Context: an optimization exercise on an open-source flow, tuned for small area, a short achievable clock period and few clock cycles per item. The choices shown serve that exercise and are no tape-out recipe.
Function was checked by simulation only, so behaviour that the tests miss may differ from the original.
No activity file was given, so power comes from the tool's default toggle rates.

--- design/flow/config.mk ---
export PLATFORM = sky130hd
export DESIGN_NAME = start_byte_frame_reassembler
export DESIGN_NICKNAME = start_byte_frame_reassembler
export VERILOG_FILES = /design/flow/design.v
export SDC_FILE = /design/flow/constraint.sdc
export NUM_CORES = 4
export LEC_CHECK = 0
export CAP_MARGIN = 20
export CORE_MARGIN = 2
export CORE_UTILIZATION = 55
export CTS_BUF_LIST = sky130_fd_sc_hd__clkbuf_16
export CTS_CLUSTER_DIAMETER = 100
export CTS_CLUSTER_SIZE = 30
export SETUP_SLACK_MARGIN = 3.65
export SLEW_MARGIN = 20
--- design/flow/constraint.sdc ---
create_clock -name core_clock -period 6.0 [get_ports {clk}]
set_input_delay 1.2000 -clock core_clock [delete_from_list [all_inputs] [get_ports {clk}]]
set_output_delay 1.2000 -clock core_clock [all_outputs]
set_load 0.01 [all_outputs]
--- design/flow/design.v ---
package sbfr_pkg;
  localparam int FRAME_BYTES_DEF = 121;
  localparam int SLOTS_DEF       = 3;
  localparam logic [7:0] MARKER_RESET = 8'hB0;
  localparam int SLOT_W      = 2;
  localparam int IN_TDATA_W  = 16;
  localparam int OUT_TDATA_W = 40;
  localparam int PAIRS = FRAME_BYTES_DEF / 2;
  function automatic logic [6:0] inc7(input logic [6:0] x);
    logic c;
    c = 1'b1;
    for (int i = 0; i < 7; i++) begin
      inc7[i] = x[i] ^ c;
      c       = c & x[i];
    end
  endfunction
endpackage
module sbfr_frame_mem #(
  parameter int PAIRS = 60
) (
  input  logic             clk,
  input  logic [PAIRS-1:0] tsel,
  input  logic             step_a,    
  input  logic             step_b,    
  input  logic             wr_odd,
  input  logic             wr_last,
  input  logic [7:0]       wdata,
  output logic [15:0]      tail,
  output logic [7:0]       last
);
  logic [15:0] pos [PAIRS];
  logic [7:0]  last_r;
  always_ff @(posedge clk) begin
    if (tsel[0] ? step_a : step_b) pos[0][7:0] <= wdata;
    if (wr_odd) pos[0][15:8] <= wdata;
    for (int p = 1; p < PAIRS; p++) begin
      if (tsel[p] ? step_a : step_b) pos[p] <= pos[p-1];
    end
    if (wr_last) last_r <= wdata;
  end
  assign tail = pos[PAIRS-1];
  assign last = last_r;
endmodule
module sbfr_readout (
  input  logic        clk,
  input  logic        rst_n,
  input  logic        push,
  input  logic [1:0]  slot,
  input  logic        last,
  input  logic [15:0] pair,         
  output logic        room,         
  output logic        room_nxt,     
  output logic        out_tvalid,
  input  logic        out_tready,
  output logic [39:0] out_tdata,
  output logic        out_tlast
);
  localparam int EW = 4 * 6 + 2 + 2;
  function automatic logic [5:0] hex6(input logic [3:0] n, input logic zero);
    logic ge;
    logic [3:0] lo;
    ge = n[3] && (n[2] || n[1]);
    lo = ge ? (n + 4'd7) : n;
    if (zero) hex6 = 6'b0;
    else      hex6 = {ge, !ge, lo};
  endfunction
  function automatic logic [7:0] chr(input logic [5:0] c, input logic c4);
    chr = {1'b0, c[5], c[4], c4, c[3:0]};
  endfunction
  localparam int RW = 1 + 2 + 16;
  function automatic logic [EW-1:0] enc(input logic [RW-1:0] r);
    logic       l;
    logic [15:0] p;
    l = r[18];
    p = r[15:0];
    enc = {!l, l, r[17:16],
           hex6(p[7:4], 1'b0), hex6(p[3:0], 1'b0),
           hex6(p[15:12], l), hex6(p[11:8], l)};
  endfunction
  logic [RW-1:0] new_r;
  assign new_r = {last, slot, pair};
  logic          o_v, o_e_n, s_v;
  logic [EW-1:0] o_e;
  logic [RW-1:0] s_e;
  logic          pop, o_v_nxt, s_v_nxt;
  assign pop      = !o_e_n && out_tready;
  assign o_v_nxt  = (!o_e_n && !pop) || s_v || push;
  assign s_v_nxt  = s_v ? !pop : (push && !o_e_n && !pop);
  assign room     = !s_v;
  assign room_nxt = !s_v_nxt;
  always_ff @(posedge clk) begin
    if (!rst_n) begin
      o_v   <= 1'b0;
      o_e_n <= 1'b1;
      s_v   <= 1'b0;
    end else begin
      o_v   <= o_v_nxt;
      o_e_n <= !o_v_nxt;
      s_v   <= s_v_nxt;
    end
  end
  logic          o_ld;
  logic [EW-1:0] o_d;
  assign o_ld = (o_e_n || pop) && (s_v || push);
  assign o_d  = enc(s_v ? s_e : new_r);
  always_ff @(posedge clk) begin
    if (!rst_n)    o_e <= '0;
    else if (o_ld) o_e <= o_d;
  end
  logic [4:0] o_dup;
  always_ff @(posedge clk) begin
    if (!rst_n)    o_dup <= '1;
    else if (o_ld) o_dup <= {o_d[EW-2], o_d[22], o_d[16], o_d[10], o_d[4]};
  end
  always_ff @(posedge clk) begin
    if (!s_v) s_e <= new_r;
  end
  assign out_tvalid = o_v;
  assign out_tlast  = o_dup[4];
  assign out_tdata  = {3'b000, o_e[EW-1], o_e[EW-2], 1'b0,
                       chr(o_e[23:18], o_dup[3]), chr(o_e[17:12], o_dup[2]),
                       chr(o_e[11:6], o_dup[1]), chr(o_e[5:0], o_dup[0]),
                       o_e[25:24]};
endmodule
module start_byte_frame_reassembler #(
  parameter int FRAME_BYTES = sbfr_pkg::FRAME_BYTES_DEF,
  parameter int SLOTS       = sbfr_pkg::SLOTS_DEF
) (
  input  logic                   clk,
  input  logic                   rst_n,
  input  logic                   cfg_wr_en,
  input  logic [7:0]             cfg_wr_data,
  input  logic                   in_tvalid,
  output logic                   in_tready,
  input  logic [sbfr_pkg::IN_TDATA_W-1:0]  in_tdata,
  input  logic                   in_tuser,
  input  logic                   in_tlast,
  output logic                   out_tvalid,
  input  logic                   out_tready,
  output logic [sbfr_pkg::OUT_TDATA_W-1:0] out_tdata,
  output logic                   out_tlast
);
  localparam int NP = sbfr_pkg::PAIRS;    
  logic [7:0] marker_r;
  always_ff @(posedge clk) begin
    if (!rst_n)         marker_r <= sbfr_pkg::MARKER_RESET;
    else if (cfg_wr_en) marker_r <= cfg_wr_data;
  end
  typedef struct packed {
    logic       func;
    logic [2:0] oh;
    logic [7:0] data;
    logic       cf;
    logic       cl;
    logic       eq;
  } item_t;
  item_t pin_item, ir, sk;
  logic  ir_v, sk_v, rdy_r;
  logic  go, take, accept;
  assign pin_item = {in_tuser,
                     in_tdata[1:0] == 2'd2, in_tdata[1:0] == 2'd1, in_tdata[1:0] == 2'd0,
                     in_tdata[9:2], in_tdata[10], in_tlast,
                     in_tdata[9:2] == marker_r};
  assign in_tready = rdy_r;
  assign accept    = in_tvalid && !sk_v;
  assign take      = !ir_v || go;
  always_ff @(posedge clk) begin
    if (!rst_n) begin
      ir_v  <= 1'b0;
      sk_v  <= 1'b0;
      rdy_r <= 1'b1;
    end else if (take) begin
      ir_v  <= sk_v || accept;
      sk_v  <= 1'b0;
      rdy_r <= 1'b1;
    end else begin
      sk_v  <= sk_v || accept;
      rdy_r <= !sk_v && !accept;
    end
  end
  always_ff @(posedge clk) begin
    if (!rst_n)    ir <= '0;
    else if (take) ir <= sk_v ? sk : pin_item;
  end
  always_ff @(posedge clk) begin
    if (!sk_v) sk <= pin_item;
  end
  logic [2:0] q0, q1, q2;
  logic       head_v, rd_step, klast, last_rd, wdec;
  logic       rd_go, room, room_nxt, klast_r;
  logic [2:0] rdsel_r;
  logic [6:0] fill_r [3];
  logic [2:0] hunt_r, full_r, allow_r;
  logic h, par, fl, al;
  logic restart, drop, wr, even, complete, wevn;
  always_comb begin
    h   = |(ir.oh & hunt_r);
    fl  = |(ir.oh & full_r);
    al  = |(ir.oh & (allow_r | (q0 & {3{rd_step}})));
    par = (ir.oh[0] && fill_r[0][0]) || (ir.oh[1] && fill_r[1][0]) || (ir.oh[2] && fill_r[2][0]);
    restart  = ir.cf && ir.eq;
    drop     = !ir.cf && h && !ir.eq;
    wr       = (|ir.oh) && !ir.func && !drop;
    even     = restart || !par;
    complete = wr && !restart && fl;
    wevn     = wr && even && !complete;
  end
  assign go = ir_v && !(wr && even && !al);
  always_ff @(posedge clk) begin
    if (!rst_n) begin
      for (int s = 0; s < 3; s++) fill_r[s] <= '0;
      hunt_r <= '0;
      full_r <= '0;
    end else begin
      for (int s = 0; s < 3; s++) begin
        if (go && ir.oh[s]) begin
          if (ir.func) begin
            fill_r[s] <= '0;
            hunt_r[s] <= 1'b0;
            full_r[s] <= 1'b0;
          end else if (drop) begin
            hunt_r[s] <= !ir.cl;
          end else if (complete) begin
            fill_r[s] <= '0;
            hunt_r[s] <= !ir.cl;
            full_r[s] <= 1'b0;
          end else if (restart) begin
            fill_r[s] <= 7'd1;
            hunt_r[s] <= 1'b0;
            full_r[s] <= 1'b0;
          end else begin
            fill_r[s] <= sbfr_pkg::inc7(fill_r[s]);
            hunt_r[s] <= 1'b0;
            full_r[s] <= (fill_r[s] == 7'd119);
          end
        end
      end
    end
  end
  logic [2:0] w_we, w_wo, w_cmp;
  logic [7:0] w_d;
  always_ff @(posedge clk) begin
    if (!rst_n) begin
      w_we  <= '0;
      w_wo  <= '0;
      w_cmp <= '0;
    end else begin
      w_we  <= (go && wevn) ? ir.oh : 3'b000;
      w_wo  <= (go && wr && !even) ? ir.oh : 3'b000;
      w_cmp <= (go && complete) ? ir.oh : 3'b000;
    end
  end
  always_ff @(posedge clk) w_d <= ir.data;
  logic [2:0] inq;
  logic [6:0] k_lo_t, k_hi_t;
  logic [2:0] room_t;
  assign head_v  = |q0;
  assign rd_step = rd_go;
  assign klast   = klast_r;
  assign last_rd = rd_step && klast;
  assign wdec    = go && wevn && (|(ir.oh & q0));
  logic [2:0] q0_n, q1_n, q2_n, inq_n;
  logic       dnz_n;
  logic [2:0] room_n, room_rd, room_wr;
  always_comb begin
    q0_n = q0;
    q1_n = q1;
    q2_n = q2;
    if (last_rd) begin
      q0_n = q1;
      q1_n = q2;
      q2_n = 3'b000;
    end
    if (w_cmp != 3'b000) begin
      if (q0_n == 3'b000)      q0_n = w_cmp;
      else if (q1_n == 3'b000) q1_n = w_cmp;
      else                     q2_n = w_cmp;
    end
    inq_n = w_cmp | (inq & ~(last_rd ? q0 : 3'b000));
    room_rd = rd_step ? {room_t[1:0], 1'b1} : room_t;
    room_wr = rd_step ? room_t : {1'b0, room_t[2:1]};
    if (last_rd)   room_n = 3'b000;
    else if (wdec) room_n = room_wr;
    else           room_n = room_rd;
    dnz_n = room_n[0];
  end
  always_ff @(posedge clk) begin
    if (!rst_n) begin
      q0      <= '0;
      q1      <= '0;
      q2      <= '0;
      inq     <= '0;
      k_lo_t  <= '0;
      k_hi_t  <= '0;
      room_t  <= '0;
      allow_r <= 3'b111;
      rd_go   <= 1'b0;
      rdsel_r <= '0;
      klast_r <= 1'b0;
    end else begin
      rd_go   <= (q0_n != 3'b000) && room_nxt;
      rdsel_r <= room_nxt ? q0_n : 3'b000;
      klast_r <= !last_rd && (rd_step ? (k_hi_t[6] && k_lo_t[2] && !k_lo_t[3]) : klast_r);
      q0     <= q0_n;
      q1     <= q1_n;
      q2     <= q2_n;
      inq    <= inq_n;
      room_t <= room_n;
      if (last_rd) begin
        k_lo_t <= '0;
        k_hi_t <= '0;
      end else if (rd_step) begin
        if (k_lo_t[6]) begin
          k_lo_t <= '0;
          k_hi_t <= {k_hi_t[5:0], 1'b1};
        end else begin
          k_lo_t <= {k_lo_t[5:0], 1'b1};
        end
      end
      for (int s = 0; s < 3; s++) begin
        allow_r[s] <= !(go && complete && ir.oh[s]) && (!inq_n[s] || (q0_n[s] && dnz_n));
      end
    end
  end
  logic [NP-1:0] teng;
  logic [15:0]   tail [3];
  logic [7:0]    lastb [3];
  logic [7:0] hi_gt, hi_ge, lo_gt;
  assign hi_gt = {1'b0, k_hi_t};
  assign hi_ge = {k_hi_t, 1'b1};
  assign lo_gt = {1'b0, k_lo_t};
  always_comb begin
    for (int p = 0; p < NP; p++) begin
      teng[p] = hi_gt[p / 8] | (hi_ge[p / 8] & lo_gt[p % 8]);
    end
  end
  for (genvar s = 0; s < 3; s++) begin : g_lane
    sbfr_frame_mem #(.PAIRS(NP)) u_lane (
      .clk    (clk),
      .tsel   (teng),
      .step_a (w_we[s]),
      .step_b (rdsel_r[s] || (w_we[s] && !inq[s])),
      .wr_odd (w_wo[s]),
      .wr_last(w_cmp[s]),
      .wdata  (w_d),
      .tail   (tail[s]),
      .last   (lastb[s])
    );
  end
  logic [15:0] rd_pair;
  logic [1:0]  rd_slot;
  always_comb begin
    rd_pair = '0;
    for (int s = 0; s < 3; s++) begin
      if (q0[s]) rd_pair = rd_pair | (klast ? {8'h00, lastb[s]} : tail[s]);
    end
    rd_slot = {q0[2], q0[1]};
  end
  sbfr_readout u_readout (
    .clk       (clk),
    .rst_n     (rst_n),
    .push      (rd_step),
    .slot      (rd_slot),
    .last      (klast),
    .pair      (rd_pair),
    .room      (room),
    .room_nxt  (room_nxt),
    .out_tvalid(out_tvalid),
    .out_tready(out_tready),
    .out_tdata (out_tdata),
    .out_tlast (out_tlast)
  );
endmodule
--- design/flow/run.sh ---
#!/bin/bash
# synth_recipe.tcl (not shown) runs the flow's synth.tcl, then flattens the netlist and writes it again
# the make line also repeats each setting of config.mk as NAME=value (left out here)
make -C /OpenROAD-flow-scripts/flow DESIGN_CONFIG=/design/flow/config.mk WORK_HOME=/design/flow/orfs CLKGATE_MAP_FILE= SYNTH_SCRIPT=/design/flow/synth_recipe.tcl finish
==> out/summary.json, run 1 <==
{
  "max_freq": {"value": 406, "unit": "MHz"},
  "cts-htree-levels": {"value": 3},
  "numCtsBuffers": {"value": 113},
  "total_via_count_in_the_routed_design": {"value": 36184},
  "synth_seq_area_share": {"value": 93.8, "unit": "%"},
  "hpwl": {"value": 94700, "unit": "um"},
  "cts_num_sinks": {"value": 3081},
  "final_common_cell": {"value": "sky130_fd_sc_hd__edfxtp_1"},
  "netlist_instances": {"value": 4185},
  "ir_worst_vdd": {"value": 295, "unit": "uV"},
  "yosysWarningCount": {"value": 8},
  "routed-wl-met2": {"value": 75200, "unit": "um"},
  "post_drt_wl_per_cell": {"value": 21.3, "unit": "um"},
  "cap_violations": {"value": 0},
  "synth_cell_type_count": {"value": 63},
  "hold_path_class": {"value": "flop to flop"},
  "first_pass_iters": {"value": 6},
  "dp.cells": {"value": 6622},
  "slowest_stage": {"value": "sky130_fd_sc_hd__dfxtp_4"},
  "crit_required": {"value": 4.80, "unit": "ns"},
  "core_area": {"value": 174000, "unit": "um^2"},
  "finalSetupViolations": {"value": 0},
  "power_density": {"value": 309, "unit": "nW/um^2"},
  "fin_total_pwr": {"value": 32.6, "unit": "mW"},
  "syn-cell-area": {"value": 96800, "unit": "um^2"},
  "route.detailed.drc": {"value": 0},
  "worst_hold_slack": {"value": 0.355, "unit": "ns"},
  "die_width": {"value": 423, "unit": "um"},
  "tightestPinTransition": {"value": 1.09, "unit": "ns"},
  "finClkSkew": {"value": 0.0370, "unit": "ns"},
  "total_count_of_max_transition_violations_in_the_final_report": {"value": 0},
  "path_buf_inv": {"value": 1},
  "area.growth.synth_to_final": {"value": 9.02, "unit": "%"},
  "top_layer_used": {"value": "met5"},
  "layout_setup_ws": {"value": 3.53, "unit": "ns"},
  "die_height": {"value": 423, "unit": "um"},
  "placement.io_buffers": {"value": 60},
  "maximum_fanout_count_along_the_critical_path": {"value": 2},
  "timing.final.crit_period": {"value": 2.47, "unit": "ns"},
  "ant_nets": {"value": 0},
  "worst_setup_path_startpoint": {"value": "u_readout.o_e[12]"},
  "worst_setup_hold_path_clk_slew": {"value": 0.11, "unit": "ns"},
  "detailedRoute.firstIterationViolations": {"value": 3256},
  "hold_path.startpoint": {"value": "ir[5]"},
  "multiInputGateArea": {"value": 6010, "unit": "um^2"},
  "worst_path_dominant_cell_family": {"value": "flip-flops"},
  "start_util": {"value": 55.5, "unit": "%"},
  "leakage": {"value": 31.5, "unit": "nW"},
  "via_cell_ratio": {"value": 5.29},
  "async_reset_ff_share": {"value": 0, "unit": "%"},
  "fillerInstances": {"value": 12012},
  "groute.usage.overall": {"value": 16.0, "unit": "%"},
  "grt_antenna_before_repair": {"value": 5},
  "die-area": {"value": 179000, "unit": "um^2"},
  "layout_worst_path_cycle_share": {"value": 41.1, "unit": "%"},
  "cts_tree": {"value": "done"},
  "wl_met1": {"value": 60300, "unit": "um"},
  "critical_path.startpoint_type": {"value": "flop"},
  "finalHoldViolations": {"value": 0},
  "placed_area": {"value": 101000, "unit": "um^2"},
  "clk_latency": {"value": 0.79, "unit": "ns"},
  "grt_pass1_vias": {"value": 34818},
  "wirelength": {"value": 146000, "unit": "um"},
  "top_library_cells_by_usage_in_the_layout_fill_and_taps_aside": {"value": "2,904 x sky130_fd_sc_hd__edfxtp_1, 214 x sky130_fd_sc_hd__nor2_1, 201 x sky130_fd_sc_hd__a21oi_1"},
  "layout.cells.non_filler": {"value": 6841},
  "drive_above_1_share": {"value": 12.4, "unit": "%"},
  "first_pass_grt_wire_length": {"value": 213000, "unit": "um"},
  "ys_dominant_reg_cell": {"value": "sky130_fd_sc_hd__edfxtp_1"},
  "cts_root_buffer": {"value": "sky130_fd_sc_hd__clkbuf_16"},
  "grt.overflow.total": {"value": 0},
  "setup_tns_final": {"value": 0, "unit": "ns"},
  "detailroute.wirelength.met3": {"value": 6540, "unit": "um"},
  "outcome": {"value": "complete, no violations"},
  "placementRows": {"value": 153},
  "final-seq-area": {"value": 90800, "unit": "um^2"},
  "dp_slack": {"value": 2.78, "unit": "ns"},
  "final_cell_area": {"value": 106000, "unit": "um^2"},
  "finish.utilization": {"value": 60.5, "unit": "%"},
  "type_of_the_setup_path_with_the_least_slack": {"value": "flop to output port"},
  "ios": {"value": 74},
  "arrival_time_of_data_at_the_critical_path_endpoint": {"value": 1.27, "unit": "ns"},
  "nets": {"value": 4517},
  "critical_path.cell_chain": {"value": "buf_6"},
  "critPathCaptureType": {"value": "output port"},
  "rsz0062_at_grt": {"value": "true"},
  "r2r-start": {"value": "ir[12]"},
  "synthesis.area_per_instance": {"value": 23.1, "unit": "um^2"},
  "clock_path_buffers": {"value": 3},
  "delay_contributed_by_the_slowest_stage_of_the_critical_path": {"value": 0.38, "unit": "ns"},
  "slew_headroom": {"value": 27.4, "unit": "%"},
  "grt_start_max_net_pins": {"value": 59},
  "synthesis_stage_register_bit_count": {"value": 3081},
  "synth_enable_flop_cells": {"value": 2904},
  "gp_routability_congestion": {"value": 0.768}
}
## power by group
| part | internal, mW | total, mW | switching [mW] |
|---|---|---|---|
| clock network | 3.48 | 9.21 | 5.73 |
| logic | 0.0612 | 0.154 | 0.0925 |
| registers | 23.2 | 23.2 | 0.0526 |
## registers in the layout (all words and copies together), names as in the netlist, 5 cells and up
signal and flops:
k_hi_t 7, marker_r 8, w_d 8, u_readout.s_e 19, g_lane.u_lane.last_r 24, fill_r 21
g_lane.u_lane.pos 2880, k_lo_t 7, sk 15, u_readout.o_e 28, u_readout.o_dup 5, ir 15
## synth_stat cells, drive strengths merged, types with 4 or more instances
master	instances	share of area, %
or2	10	0.065
and3	4	0.026
a21o	7	0.054
nor2	216	0.84
o22a	4	0.036
a32oi	7	0.063
buf	28	0.19
ha	19	0.25
o22ai	4	0.026
nand4	4	0.026
a21oi	252	1.3
o21a	8	0.062
nand2b	7	0.045
a31oi	5	0.032
nor4	8	0.052
nor3	18	0.11
or3	4	0.026
nand4b	7	0.063
a221oi	9	0.081
inv	25	0.097
a22oi	6	0.047
dfxtp	177	3.7
a222oi	15	0.16
xnor2	11	0.10
nand2	129	0.51
a31o	5	0.045
mux2i	31	0.32
mux2	36	0.42
clkbuf	91	0.35
and2	5	0.032
o21ai	66	0.35
nand3	32	0.17
edfxtp	2904	90
## timing repair
action | in CTS | in global routing
setup endpoints to repair | 1506 | 618
endpoints found under the hold margin | 0 | 0
gates resized for setup | 272 | 66
pin swaps | 7 | 29
hold buffers | 0 | 0
buffers inserted | 18 | 34
gates cloned | 0 | 3
## metal layers
layer | up-vias | global-route usage, %
li1 | 16779 | -
met1 | 18605 | 20.9
met2 | 625 | 28.0
met3 | 173 | 2.53
met4 | 2 | 4.37
met5 | - | 0
## cell type report
cell class / instances / area share, %
timing repair buffer: 278 / 2.40
sequential: 3081 / 86.1
antenna: 4 / 0.00949
clock buffer: 114 / 2.70
inverter: 25 / 0.0925
multi-input combinational: 968 / 5.70
tap: 2325 / 2.76
clock inverter: 46 / 0.247
## cell families (layout without fill, tap and decap cells)
group	after synthesis	in the layout	synth area share [%]
flip-flops	3081	3081	93.8
AND/OR/NAND/NOR	449	450	2.00
AO/OA/AOI/OAI	411	411	2.48
buffers and inverters	144	463	0.643
multiplexers	67	67	0.740
adder cells (fa/ha/maj)	19	19	0.246
XOR/XNOR	13	13	0.118
other	1	12	0.00388
## final timing paths
check                  end  slack [ns]  cells past startpoint
max reg2reg      full_r[0]        3.66                      7
min reg2reg         w_d[2]        0.36                      0
max          out_tdata[18]        3.53                      1
min                 w_d[2]        0.36                      0
Testbench counts, summed over its fixed seeds: cycles 31,989, items 30,995.
==> run 2: changes to the inputs <==
--- a/design/flow/config.mk
+++ b/design/flow/config.mk
@@ -8,8 +8,8 @@
 export CAP_MARGIN = 20
 export CORE_MARGIN = 2
-export CORE_UTILIZATION = 55
-export CTS_BUF_LIST = sky130_fd_sc_hd__clkbuf_16
-export CTS_CLUSTER_DIAMETER = 100
-export CTS_CLUSTER_SIZE = 30
+export CORE_UTILIZATION = 40
+export CTS_BUF_LIST = sky130_fd_sc_hd__clkbuf_16 sky130_fd_sc_hd__clkbuf_8
+export CTS_CLUSTER_DIAMETER = 60
+export CTS_CLUSTER_SIZE = 20
 export SETUP_SLACK_MARGIN = 3.65
 export SLEW_MARGIN = 20
==> run 2 against run 1 <==
  * Setup slack lost 0.039 ns
  * Via count grew 0.21%
  * Die area grew 37%
  * Final cell count grew 14%
  * Sequential share of layout area shrank 2.3 points
  * Non-clock buffer count shrank 20
  * Clock power grew 32%
  * Clock skew shrank 0.0015 ns
  * Largest power group unchanged
==> out/summary.json, run 2 <==
{
  "outcome": {"value": "complete, no violations"},
  "start_util": {"value": 40.2, "unit": "%"},
  "whs_path_depth": {"value": 0},
  "top_library_cells_by_usage_in_the_layout_fill_and_taps_aside": {"value": "2,904 x sky130_fd_sc_hd__edfxtp_1, 214 x sky130_fd_sc_hd__nor2_1, 204 x sky130_fd_sc_hd__a21oi_1"},
  "holdBufCountCts": {"value": 0},
  "area.growth.synth_to_final": {"value": 12.1, "unit": "%"},
  "registers.top_by_ff_count": {"value": "g_lane.u_lane.pos"},
  "nets": {"value": 4565},
  "max_ffs_per_register": {"value": 2880},
  "power.internal": {"value": 29.0, "unit": "mW"},
  "synth_cell_type_count": {"value": 63},
  "tightestPinTransition": {"value": 1.12, "unit": "ns"},
  "synth_seq_area_share": {"value": 93.8, "unit": "%"},
  "wirelength": {"value": 145000, "unit": "um"},
  "sequentialPowerShare": {"value": 65.4, "unit": "%"},
  "synth_enable_flop_cells": {"value": 2904},
  "finalSetupViolations": {"value": 0},
  "p_switching": {"value": 6.55, "unit": "mW"},
  "yosysTopAreaCellShare": {"value": 90.1, "unit": "%"},
  "worst-r2r-cell-count": {"value": 8},
  "numCtsBuffers": {"value": 180},
  "ant_nets": {"value": 0},
  "async_reset_ff_share": {"value": 0, "unit": "%"},
  "post_drt_wl_per_cell": {"value": 18.6, "unit": "um"},
  "syn-cell-area": {"value": 96800, "unit": "um^2"},
  "layout_setup_ws": {"value": 3.50, "unit": "ns"},
  "comb_power_share": {"value": 0.4, "unit": "%"},
  "die-area": {"value": 246000, "unit": "um^2"},
  "cts_num_sinks": {"value": 3081},
  "finalHoldViolations": {"value": 0},
  "cts-htree-levels": {"value": 4},
  "worst_setup_hold_path_clk_slew": {"value": 0.08, "unit": "ns"},
  "clock_path_buffers": {"value": 3},
  "groute.usage.overall": {"value": 11.7, "unit": "%"},
  "total_count_of_max_transition_violations_in_the_final_report": {"value": 0},
  "slowest_stage": {"value": "sky130_fd_sc_hd__dfxtp_4"},
  "hpwl": {"value": 92900, "unit": "um"},
  "worst_hold_slack": {"value": 0.338, "unit": "ns"},
  "total_via_count_in_the_routed_design": {"value": 36260},
  "hold_path.startpoint": {"value": "ir[6]"},
  "synth_area_leader_cell": {"value": "sky130_fd_sc_hd__edfxtp_1"},
  "biggest_regs": {"value": "g_lane.u_lane.pos: 2880 flops, u_readout.o_e: 28 flops, g_lane.u_lane.last_r: 24 flops"},
  "critical_path.cell_chain": {"value": "buf_6"},
  "grt_antenna_before_repair": {"value": 9},
  "reg2reg_setup_slack": {"value": 3.64, "unit": "ns"},
  "core_area": {"value": 241000, "unit": "um^2"},
  "max_freq": {"value": 399, "unit": "MHz"},
  "setup_tns_final": {"value": 0, "unit": "ns"},
  "synth.cells.most_frequent": {"value": "2,904 x sky130_fd_sc_hd__edfxtp_1, 251 x sky130_fd_sc_hd__a21oi_1, 216 x sky130_fd_sc_hd__nor2_1, 177 x sky130_fd_sc_hd__dfxtp_1, 128 x sky130_fd_sc_hd__nand2_1"},
  "power.share.switching": {"value": 18.4, "unit": "%"},
  "final_common_cell": {"value": "sky130_fd_sc_hd__edfxtp_1"},
  "drive_above_1_share": {"value": 13.8, "unit": "%"},
  "die_width": {"value": 496, "unit": "um"},
  "ios": {"value": 74},
  "finClkSkew": {"value": 0.0355, "unit": "ns"},
  "post-synth-top-count-cell": {"value": "sky130_fd_sc_hd__edfxtp_1"},
  "timing.final.crit_period": {"value": 2.50, "unit": "ns"},
  "synthTopCellsByArea": {"value": "sky130_fd_sc_hd__edfxtp_1 90%, sky130_fd_sc_hd__dfxtp_1 3.7%, sky130_fd_sc_hd__a21oi_1 1.3%"},
  "cap_violations": {"value": 0},
  "route.detailed.drc": {"value": 0},
  "grt_pass1_vias": {"value": 36185},
  "hold_path_class": {"value": "flop to flop"},
  "worst_r2r_endpoint": {"value": "u_readout.o_e[19]"},
  "clk_latency": {"value": 0.84, "unit": "ns"},
  "cts_root_buffer": {"value": "sky130_fd_sc_hd__clkbuf_16"},
  "netlist_instances": {"value": 4185},
  "path_buf_inv": {"value": 1},
  "critical_path.startpoint_type": {"value": "flop"},
  "maximum_fanout_count_along_the_critical_path": {"value": 2},
  "rsz0062_at_grt": {"value": "true"},
  "yosysWarningCount": {"value": 8},
  "r2r-start": {"value": "q0[2]"},
  "synthesis.area_per_instance": {"value": 23.1, "unit": "um^2"},
  "leakage": {"value": 32.4, "unit": "nW"},
  "critPathCaptureType": {"value": "output port"},
  "gp_routability_congestion": {"value": 0.753},
  "cts_tree": {"value": "done"},
  "min_to": {"value": "w_d[3]"},
  "placementRows": {"value": 180},
  "grt.overflow.total": {"value": 0},
  "arrival_time_of_data_at_the_critical_path_endpoint": {"value": 1.30, "unit": "ns"},
  "power_density": {"value": 328, "unit": "nW/um^2"},
  "ys_dominant_reg_cell": {"value": "sky130_fd_sc_hd__edfxtp_1"},
  "placement.io_buffers": {"value": 60},
  "dp_slack": {"value": 2.59, "unit": "ns"},
  "type_of_the_setup_path_with_the_least_slack": {"value": "flop to output port"},
  "first_pass_grt_wire_length": {"value": 215000, "unit": "um"},
  "layout_worst_path_cycle_share": {"value": 41.7, "unit": "%"},
  "synthesis_stage_register_bit_count": {"value": 3081},
  "detailedRoute.firstIterationViolations": {"value": 3101},
  "slew_headroom": {"value": 25.1, "unit": "%"},
  "ir_worst_vdd": {"value": 265, "unit": "uV"},
  "pwr-share-clk": {"value": 34.2, "unit": "%"},
  "via_cell_ratio": {"value": 4.66},
  "crit_required": {"value": 4.80, "unit": "ns"},
  "die_height": {"value": 496, "unit": "um"},
  "worst_path_dominant_cell_family": {"value": "flip-flops"},
  "first_pass_iters": {"value": 7},
  "delay_contributed_by_the_slowest_stage_of_the_critical_path": {"value": 0.36, "unit": "ns"},
  "grt_start_max_net_pins": {"value": 64}
}
## run 2: per-layer routing
layer	share of wire, %	wire length [um]	track usage (%)	vias to the layer above
met5	0	0	0	-
met4	2.7	3960	3.71	0
met3	5.7	8240	2.45	228
met2	51	74200	20.5	745
met1	40	58600	14.5	18359
li1	-	-	-	16928
## run 2: what timing repair did
action,CTS,global route
gates resized for setup,293,35
cloned,2,1
pin swaps,16,7
endpoints found under the setup margin,1854,241
buffers inserted,23,14
## run 2: power by group through the flow
stage / Combinational [mW] / Sequential, mW / Clock, mW
floorplan: 0.0954 / 23.7 / 0
global placement: 0.132 / 23.7 / 0
detailed placement: 0.133 / 23.7 / 0
CTS: 0.144 / 23.2 / 12.6
global route: 0.162 / 23.2 / 13.4
finish: 0.149 / 23.2 / 12.2
## run 2: cell families (layout without fill, tap and decap cells)
kind of cell	Yosys count	after routing	synth area share, %
and+or+nand+nor	449	449	2.00
DFF	3081	3081	93.8
AOI/OAI and AO/OA	411	413	2.48
xor gates and xnor gates	13	13	0.118
buffers and inverters	144	538	0.643
adders and majority gates	19	19	0.246
other	1	18	0.00388
muxes	67	67	0.740
## run 2: final cells by class
class | count | area [um^2]
inverter | 25 | 93.8
clock buffer | 186 | 4610
sequential | 3081 | 90800
fill | 19824 | 132000
clock inverter | 69 | 664
multi-input combinational | 969 | 5940
tap | 3185 | 3990
timing repair buffer | 258 | 2280
antenna | 10 | 25.0
## run 2: worst max-delay path by stage
stage | startpoint | to | cells after the start
global placement | rst_n | full_r[2] | 8
CTS | rdy_r | in_tready | 1
floorplan | w_we[0] | g_lane[0].u_lane.pos[1][0] | 4
detailed placement | rst_n | full_r[0] | 8
global route | rdy_r | in_tready | 1
finish | u_readout.o_e[18] | out_tdata[26] | 1
## run 2: per-stage QoR
stage          std cells  power [mW]  util [%]  cell area [um^2]
2_1_floorplan       4192        23.8         -             96800
3_3_place_gp        7478        23.9      42.5            102000
3_5_place_dp        7478        23.9      42.5            102000
4_1_cts             7758        36.0      45.0            108000
5_1_grt             7774        36.8      45.1            108000
6_report            7783        35.6      45.1            108000

==> afterwards: timing with drivers on the ports <==
The flow's constraints put no driver on any port. The routed layouts listed below were extracted and timed again, unchanged, in two steps.
Step 1: set_driving_cell puts a clkbuf_16 on clk and a buf_2 on each other input, an assumption about the parent block.
Step 2 times the ports against the registers' clock, not the clock port: input delays grow and output delays shrink by t, the midpoint of the rising clock arrivals with the driver on.
Three values: ideal ports, drivers, drivers and shift; two values: the first two.
run	shift t [ns]	setup WS [ns]	worst setup path at the end	worst data-port slew with drivers (ns)
run 1	0.843	3.535 / 3.458 / 3.027	input to register	0.08
run 2	0.902	3.496 / 3.416 / 2.883	input to register	0.10
After both steps setup and hold are still met in every run listed. For run 2, which loses most, drivers alone change the setup slack by -0.080 ns; drivers and shift together by -0.613 ns.
